What follows belongs to an exercise in optimizing a design on an open flow for a short achievable clock period and few clock cycles; a production flow would make more cautious choices.
Function was checked by simulation only, so behaviour that the tests miss may differ from the original.

$ cat run.sh
#!/bin/bash
# synth_recipe.tcl (not shown) runs the flow's synth.tcl, then flattens the netlist and writes it again
# the make line also repeats each setting of config.mk as NAME=value (left out here)
make -C /OpenROAD-flow-scripts/flow DESIGN_CONFIG=/design/flow/config.mk WORK_HOME=/design/flow/orfs CLKGATE_MAP_FILE= SYNTH_SCRIPT=/design/flow/synth_recipe.tcl finish
$ cat config.mk
export PLATFORM = sky130hd
export DESIGN_NAME = arm_mc_core
export DESIGN_NICKNAME = arm_mc_core
export VERILOG_FILES = /design/flow/design.v
export SDC_FILE = /design/flow/constraint.sdc
export NUM_CORES = 4
export LEC_CHECK = 0
export CAP_MARGIN = 20
export CORE_MARGIN = 2
export CORE_UTILIZATION = 25
export SLEW_MARGIN = 20
$ cat constraint.sdc
create_clock -name core_clock -period 12.0 [get_ports {clk}]
set_input_delay 2.4000 -clock core_clock [delete_from_list [all_inputs] [get_ports {clk}]]
set_output_delay 2.4000 -clock core_clock [all_outputs]
set_load 0.01 [all_outputs]
$ cat design.v
package arm_pkg;
   localparam logic [3:0] COND_EQ = 4'h0, COND_NE = 4'h1, COND_CS = 4'h2, COND_CC = 4'h3,
                          COND_MI = 4'h4, COND_PL = 4'h5, COND_VS = 4'h6, COND_VC = 4'h7,
                          COND_HI = 4'h8, COND_LS = 4'h9, COND_GE = 4'hA, COND_LT = 4'hB,
                          COND_GT = 4'hC, COND_LE = 4'hD, COND_AL = 4'hE, COND_NV = 4'hF;
   localparam logic [3:0] OP_AND = 4'h0, OP_EOR = 4'h1, OP_SUB = 4'h2, OP_RSB = 4'h3,
                          OP_ADD = 4'h4, OP_ADC = 4'h5, OP_SBC = 4'h6, OP_RSC = 4'h7,
                          OP_TST = 4'h8, OP_TEQ = 4'h9, OP_CMP = 4'hA, OP_CMN = 4'hB,
                          OP_ORR = 4'hC, OP_MOV = 4'hD, OP_BIC = 4'hE, OP_MVN = 4'hF;
   localparam logic [1:0] SH_LSL = 2'd0, SH_LSR = 2'd1, SH_ASR = 2'd2, SH_ROR = 2'd3;
   localparam logic [1:0] FETCH = 2'd0, EXEC = 2'd1, MEM = 2'd2, HALT = 2'd3;
   localparam int F_COND = 28;
   localparam int F_RN   = 16;
   localparam int F_RD   = 12;
   localparam int F_RM   = 0;
   localparam int B_I    = 25;
   localparam int B_P    = 24;
   localparam int B_U    = 23;
   localparam int B_B    = 22;
   localparam int B_W    = 21;
   localparam int B_L    = 20;
   localparam int B_S    = 20;
   localparam int B_LINK = 24;
   localparam int B_REGSH = 4;
endpackage
import arm_pkg::*;
module arm_alu
(
   input  logic [3:0]  opcode,
   input  logic        imm_op,
   input  logic [7:0]  imm8,
   input  logic [6:0]  shift_field,    
   input  logic [31:0] rn_val,
   input  logic [31:0] rm_val,
   input  logic        c_in,
   input  logic        v_in,
   output logic [31:0] result,
   output logic [3:0]  nzcv_out
);
   function automatic logic [31:0] ror32(input logic [31:0] x, input logic [4:0] k);
      ror32 = (x >> k) | (x << (6'd32 - {1'b0, k}));
   endfunction
   logic [3:0]  rot;
   logic [4:0]  amt;
   logic [1:0]  sh_type;
   logic [31:0] sh_val;
   logic        sh_c;
   logic [32:0] tmp33;
   logic [31:0] a, b;
   logic        cin, arith;
   logic [32:0] sum;
   assign rot     = shift_field[6:3];
   assign amt     = shift_field[6:2];
   assign sh_type = shift_field[1:0];
   always_comb begin
      sh_val = rm_val;
      sh_c   = c_in;
      tmp33  = '0;
      if (imm_op) begin
         sh_val = ror32({24'd0, imm8}, {rot, 1'b0});
         if (rot != 4'd0) sh_c = sh_val[31];
      end else begin
         case (sh_type)
            SH_LSL: begin
               if (amt != 5'd0) begin
                  tmp33  = {1'b0, rm_val} << amt;
                  sh_val = tmp33[31:0];
                  sh_c   = tmp33[32];
               end
            end
            SH_LSR: begin
               if (amt == 5'd0) begin
                  sh_val = '0;
                  sh_c   = rm_val[31];
               end else begin
                  tmp33  = {rm_val, 1'b0} >> amt;
                  sh_val = tmp33[32:1];
                  sh_c   = tmp33[0];
               end
            end
            SH_ASR: begin
               if (amt == 5'd0) begin
                  sh_val = {32{rm_val[31]}};
                  sh_c   = rm_val[31];
               end else begin
                  tmp33  = $signed({rm_val, 1'b0}) >>> amt;
                  sh_val = tmp33[32:1];
                  sh_c   = tmp33[0];
               end
            end
            default: begin
               if (amt == 5'd0) begin
                  sh_val = {c_in, rm_val[31:1]};
                  sh_c   = rm_val[0];
               end else begin
                  sh_val = ror32(rm_val, amt);
                  sh_c   = sh_val[31];
               end
            end
         endcase
      end
   end
   always_comb begin
      a     = rn_val;
      b     = sh_val;
      cin   = 1'b0;
      arith = 1'b1;
      case (opcode)
         OP_SUB, OP_CMP: begin b = ~sh_val; cin = 1'b1; end
         OP_RSB:         begin a = sh_val; b = ~rn_val; cin = 1'b1; end
         OP_ADD, OP_CMN: ;
         OP_ADC:         cin = c_in;
         OP_SBC:         begin b = ~sh_val; cin = c_in; end
         OP_RSC:         begin a = sh_val; b = ~rn_val; cin = c_in; end
         default:        arith = 1'b0;
      endcase
      sum = {1'b0, a} + {1'b0, b} + {32'd0, cin};
      case (opcode)
         OP_AND, OP_TST: result = rn_val & sh_val;
         OP_EOR, OP_TEQ: result = rn_val ^ sh_val;
         OP_ORR:         result = rn_val | sh_val;
         OP_MOV:         result = sh_val;
         OP_BIC:         result = rn_val & ~sh_val;
         OP_MVN:         result = ~sh_val;
         default:        result = sum[31:0];
      endcase
      nzcv_out[3] = result[31];
      nzcv_out[2] = (result == 32'd0);
      nzcv_out[1] = arith ? sum[32] : sh_c;
      nzcv_out[0] = arith ? ((a[31] == b[31]) && (sum[31] != a[31])) : v_in;
   end
endmodule
import arm_pkg::*;
module arm_mc_core
#(
   parameter int          ARCH          = 32,
   parameter logic [31:0] RESET_PC      = 32'h0,
   parameter bit          HALT_ON_UNDEF = 1'b1
) (
   input  logic        clk,
   input  logic        reset_n,
   input  logic [31:0] inst,
   input  logic        inst_valid,
   output logic [31:0] pc,
   input  logic [31:0] inM,
   input  logic        mem_ready,
   output logic [31:0] outM,
   output logic        writeM,
   output logic        readM,
   output logic [31:0] addressM,
   output logic        halted
);
   function automatic logic cond_pass(input logic [3:0] cond, input logic [3:0] nzcv);
      logic n, z, c, v, r;
      {n, z, c, v} = nzcv;
      case (cond)
         COND_EQ: r = z;
         COND_NE: r = !z;
         COND_CS: r = c;
         COND_CC: r = !c;
         COND_MI: r = n;
         COND_PL: r = !n;
         COND_VS: r = v;
         COND_VC: r = !v;
         COND_HI: r = c && !z;
         COND_LS: r = !c || z;
         COND_GE: r = (n == v);
         COND_LT: r = (n != v);
         COND_GT: r = !z && (n == v);
         COND_LE: r = z || (n != v);
         COND_AL: r = 1'b1;
         default: r = 1'b0;
      endcase
      cond_pass = r;
   endfunction
   if (ARCH != 32) begin : g_bad_arch
      $fatal(1, "arm_mc_core: ARCH must be 32");
   end
   logic [1:0]  state_q, state_d;
   logic [31:0] pc_q, pc_d, ir_q, ir_d, addr_q, addr_d, outm_q, outm_d;
   logic [3:0]  nzcv_q, nzcv_d;
   logic [31:0] regs_q [0:14];
   logic        rf_we;
   logic [3:0]  rf_waddr;
   logic [31:0] rf_wdata;
   logic [3:0]  rn_idx, rd_idx, rm_idx;
   logic [31:0] rn_val, rd_val, rm_val, pc_plus4, pc_plus8;
   logic [31:0] alu_result;
   logic [3:0]  alu_nzcv;
   logic        is_dp, is_ls, is_br, is_undef, is_test;
   assign rn_idx   = ir_q[F_RN +: 4];
   assign rd_idx   = ir_q[F_RD +: 4];
   assign rm_idx   = ir_q[F_RM +: 4];
   assign pc_plus4 = pc_q + 32'd4;
   assign pc_plus8 = pc_q + 32'd8;
   assign rn_val   = (rn_idx == 4'd15) ? pc_plus8 : regs_q[rn_idx];
   assign rd_val   = (rd_idx == 4'd15) ? pc_plus8 : regs_q[rd_idx];
   assign rm_val   = (rm_idx == 4'd15) ? pc_plus8 : regs_q[rm_idx];
   assign is_dp    = (ir_q[27:26] == 2'b00) && (ir_q[B_I] || !ir_q[B_REGSH]);
   assign is_ls    = (ir_q[27:26] == 2'b01) && !ir_q[B_I] && ir_q[B_P] && !ir_q[B_B] && !ir_q[B_W];
   assign is_br    = (ir_q[27:25] == 3'b101);
   assign is_undef = (ir_q[F_COND +: 4] == COND_NV) || !(is_dp || is_ls || is_br);
   assign is_test  = (ir_q[24:23] == 2'b10);
   arm_alu u_alu (
      .opcode      (ir_q[24:21]),
      .imm_op      (ir_q[B_I]),
      .imm8        (ir_q[7:0]),
      .shift_field (ir_q[11:5]),
      .rn_val      (rn_val),
      .rm_val      (rm_val),
      .c_in        (nzcv_q[1]),
      .v_in        (nzcv_q[0]),
      .result      (alu_result),
      .nzcv_out    (alu_nzcv)
   );
   always_comb begin
      state_d  = state_q;
      pc_d     = pc_q;
      ir_d     = ir_q;
      addr_d   = addr_q;
      outm_d   = outm_q;
      nzcv_d   = nzcv_q;
      rf_we    = 1'b0;
      rf_waddr = rd_idx;
      rf_wdata = alu_result;
      case (state_q)
         FETCH: begin
            if (inst_valid) begin
               ir_d    = inst;
               state_d = EXEC;
            end
         end
         EXEC: begin
            state_d = FETCH;
            pc_d    = pc_plus4;
            if (is_undef) begin
               if (HALT_ON_UNDEF) begin
                  state_d = HALT;
                  pc_d    = pc_q;
               end
            end else if (!cond_pass(ir_q[F_COND +: 4], nzcv_q)) begin
               pc_d = pc_plus4;
            end else if (is_dp) begin
               if (ir_q[B_S] || is_test) nzcv_d = alu_nzcv;
               if (!is_test) begin
                  if (rd_idx == 4'd15) pc_d = {alu_result[31:2], 2'b00};
                  else                 rf_we = 1'b1;
               end
            end else if (is_ls) begin
               addr_d  = ir_q[B_U] ? rn_val + {20'd0, ir_q[11:0]} : rn_val - {20'd0, ir_q[11:0]};
               outm_d  = rd_val;
               pc_d    = pc_q;
               state_d = MEM;
            end else begin
               pc_d = pc_plus8 + {{6{ir_q[23]}}, ir_q[23:0], 2'b00};
               if (ir_q[B_LINK]) begin
                  rf_we    = 1'b1;
                  rf_waddr = 4'd14;
                  rf_wdata = pc_plus4;
               end
            end
         end
         MEM: begin
            if (mem_ready) begin
               state_d = FETCH;
               pc_d    = pc_plus4;
               if (ir_q[B_L]) begin
                  if (rd_idx == 4'd15) begin
                     pc_d = {inM[31:2], 2'b00};
                  end else begin
                     rf_we    = 1'b1;
                     rf_wdata = inM;
                  end
               end
            end
         end
         HALT: ;
         default: state_d = FETCH;
      endcase
   end
   always_ff @(posedge clk or negedge reset_n) begin
      if (!reset_n) begin
         state_q <= FETCH;
         pc_q    <= RESET_PC;
         ir_q    <= '0;
         addr_q  <= '0;
         outm_q  <= '0;
         nzcv_q  <= '0;
      end else begin
         state_q <= state_d;
         pc_q    <= pc_d;
         ir_q    <= ir_d;
         addr_q  <= addr_d;
         outm_q  <= outm_d;
         nzcv_q  <= nzcv_d;
      end
   end
   always_ff @(posedge clk or negedge reset_n) begin
      if (!reset_n) begin
         for (int i = 0; i < 15; i++) regs_q[i] <= '0;
      end else if (rf_we) begin
         regs_q[rf_waddr] <= rf_wdata;
      end
   end
   assign pc       = pc_q;
   assign readM    = (state_q == MEM) && ir_q[B_L];
   assign writeM   = (state_q == MEM) && !ir_q[B_L];
   assign addressM = addr_q;
   assign outM     = outm_q;
   assign halted   = (state_q == HALT);
endmodule
==> metrics.md <==
| Metric | Value |
|---|---|
| Net count, final | `just under 7000` |
| Post-Synthesis Cells | `roughly 6700` |
| Root buf cell | `clkbuf_16` |
| Top-count cell post-synth | `a21oi_1` |
| Sequential fraction of the synthesis area | `between 20% and 30%` |
| GRT Total Usage | `approximately 34%` |
| Starting density of the core | `between 20% and 30%` |
| Crit path depth | `36` |
| Worst-path maximum fanout | `between 40 and 50` |
| Fillers | `22473` |
| Post-CTS Resized | `0` |
| Sequential cell area | `15300 um2` |
| Clk sinks | `between 600 and 700` |
| Critical Path AT | `~12 ns` |
| Top delay family on crit path | `compound AO/OA/AOI/OAI gates` |
| Relative area change from synthesis to final layout | `17.6%` |
| Final setup violation count | `0` |
| Average cell area after synthesis | `7.84 um2` |
| Multi-input gate area | `34700 um2` |
| First-pass GRT wire length | `~510000 um` |
| Clock slew at reported path FFs | `roughly 0.060 ns` |
| TritonCTS clock tree | `yes` |
| Top cell by count, worst path | `o21ai_0` |
| Hold Path Stages | `2` |
| Grt ovf | `0` |
| Row Count | `between 150 and 200` |
| DR WL/cell | `~40 um` |
| Most area-hungry cell type in the Yosys netlist | `dfrtp_1` |
| Clock latency (worst-skew pair) | `0.75 ns` |
| Synth top cells by count | `a21oi_1, nor2_1, dfrtp_1` |
| Clk_skew | `a little under 0.06 ns` |
| R2R depth | `36` |
| Final Max Tran Viols | `0` |
| CP bufs+invs | `7` |
| Netlist cell types | `122` |
| Post-placement cell count | `9476` |
| Placer congestion estimate | `1.04` |
| Initial DRC Count | `11394` |
| Post-synth top area share | `between 20% and 30%` |
| Crit share post-route | `~94%` |
| Core Box Area | `209000 um2` |
| Die ar. | `roughly 210000 um2` |
| Max incr delay on CP | `1.00 ns` |
| Most used DFF post-synth | `dfrtp_1` |
| Final Hold Viols | `0` |
| Postcts setup bufs | `0` |
| I/O pins | `approximately 170` |
| Post-synth ARST share | `100%` |
| Warning count from the yosys run | `3` |
| 1st-pass router iterations | `11` |
| FF+latch count, synth | `roughly 610` |
| Final Critical Period | `between 10 and 15 ns` |
| Layout cells sized above 1 | `~13%` |
| Final setup TNS | `0 ns` |
| Fmax | `roughly 89 MHz` |
| # Max-Cap Violations | `0` |
| Largest net degree at the start of global routing | `about 170` |
| DP HPWL | `283000 um` |
| Status | `no timing/DRC/antenna violations` |
| Cts bufs inserted | `76` |
| Number of synthesized flops with an enable pin | `0` |
| Worst path slowest cell | `nor2b_1` |
| Worst Hold Class | `reg -> reg` |
| Final wirelength | `between 300000 and 400000 um` |
| Vias per cell | `around 6.6` |
| Crit Path Category | `reg -> reg` |
| Antenna violations before repair | `27` |
| # DRC | `0` |
| Slew HR | `13.4%` |
| Hold Buf Count CTS | `0` |
| Vias in the first global route | `around 58000` |
| Dpl ws | `1.10 ns` |
| Max clock buf depth | `3` |
| Hold WS | `roughly 0.48 ns` |
| Total number of vias | `63495` |
| Die width | `462 um` |
| Fin worst setup slack | `between 0.7 and 0.8 ns` |
| Startpoint Class | `register` |
| PortBufs | `164` |
| Die Ht | `about 460 um` |
| Top cells by area, synth | `dfrtp_1, a21oi_1, nor2_1, a22oi_1, o21ai_0` |
| Worst Path Required | `roughly 13 ns` |
| Post-Syn Area | `around 52000 um2` |
| Finished Layout Cells | `~9600` |
| Routed Antenna Nets | `0` |
| Worst Setup End Kind | `register` |
| Worst Tran Pin Value | `approximately 1.3 ns` |
| RSZ-0062 raised after global routing | `no` |
| H-tree levels | `3` |
## per-layer routing
metal	GRT usage (%)	vias to the layer above	wire length, um
met5	0	-	188
met2	49.6	5145	156000
met1	43.4	31322	146000
met3	10.5	1449	44800
li1	-	25556	-
met4	24.9	23	35000
## worst min-delay path, delay by kind of cell, from the launching register on
family	cells	cell delay, ns
flops	1	0.34
simple gates	1	0.05
compound gates	1	0.05
## cell families after synthesis
logic type | count (synthesis) | synth area share [%]
buffers and inverters | 738 | 5.94
other | 1 | 0.00715
AND/OR/NAND/NOR | 2041 | 17.6
AO/OA/AOI/OAI | 2714 | 34.0
multiplexers | 300 | 7.38
flip-flops | 612 | 29.2
XOR/XNOR | 144 | 2.44
adder cells (fa/ha/maj) | 142 | 3.44
## cell usage in the layout (no fill, tap or decap), drive strengths merged, types with 99 or more instances in the layout
cell type / netlist / layout
a21oi: 908 / 908
a22oi: 404 / 404
buf: 148 / 423
clkbuf: 459 / 107
clkdlybuf4s50: 0 / 163
dfrtp: 612 / 612
ha: 138 / 138
inv: 127 / 131
mux2i: 158 / 158
nand2: 498 / 498
nand3: 165 / 165
nand4: 99 / 99
nor2: 853 / 853
nor3: 126 / 126
o21ai: 402 / 402
o22ai: 126 / 126
## sequential cells by signal (all words and copies together) (netlist names)
name,cells
ir_q,32
pc_q,30
state_q,2
regs_q,480
addr_q,32
nzcv_q,4
outm_q,32
## final cells by class
cell class              instances  area share [%]
multi-input cells            5343            56.2
flip-flops and latches        612            24.9
repair buffers                586            8.12
well taps                    2805            5.69
clock buffers                 107            3.60
inverters                     131           0.797
clock inverters                26           0.615
diodes                         19          0.0771
## through the flow
step | util, % | instance area [um2]
floorplan | - | 52500
global placement | 28.2 | 58900
detailed placement | 28.2 | 59000
CTS | 29.4 | 61600
global route | 29.5 | 61600
finish | 29.5 | 61700
## path summary, 6_finish.rpt
kind,startpoint,slack [ns],end
setup / recovery,ir_q[2]$_DFFE_PN0P_,0.73,regs_q[10][28]$_DFFE_PN0P_
hold / removal,addr_q[10]$_DFFE_PN0P_,0.48,addr_q[10]$_DFFE_PN0P_
setup reg to reg,ir_q[2]$_DFFE_PN0P_,0.73,regs_q[10][28]$_DFFE_PN0P_
hold reg to reg,addr_q[10]$_DFFE_PN0P_,0.48,addr_q[10]$_DFFE_PN0P_
max in group asynchronous,reset_n,7.74,pc_q[10]$_DFFE_PN0P_
min in group asynchronous,reset_n,1.78,regs_q[5][28]$_DFFE_PN0P_
Testbench counts, summed over its fixed seeds: cycles 47,411.

[what the ideal ports hide]
In the flow no input, the clock included, has a driving cell. The finished layout below was timed again as built, in two steps. Step 1, drivers: a clkbuf_16 drives clk and a buf_2 each remaining input, both assumed. Step 2, shift: input delay + t, output delay - t, t = (earliest + latest rising clock arrival at the registers) / 2. This alone moves slack from input paths to output paths. Slacks: ideal ports / drivers / drivers and shift; pairs: ideal ports / drivers.
t (ns): 0.814
setup WS [ns]: 0.730 / 0.730 / 0.730
worst setup path at the end: register to register
worst register clock-pin slew, ns: 0.07 / 0.07
After both steps setup and hold are still met in this run. For this run, drivers alone change the setup slack by 0.000 ns; drivers and shift together by 0.000 ns.
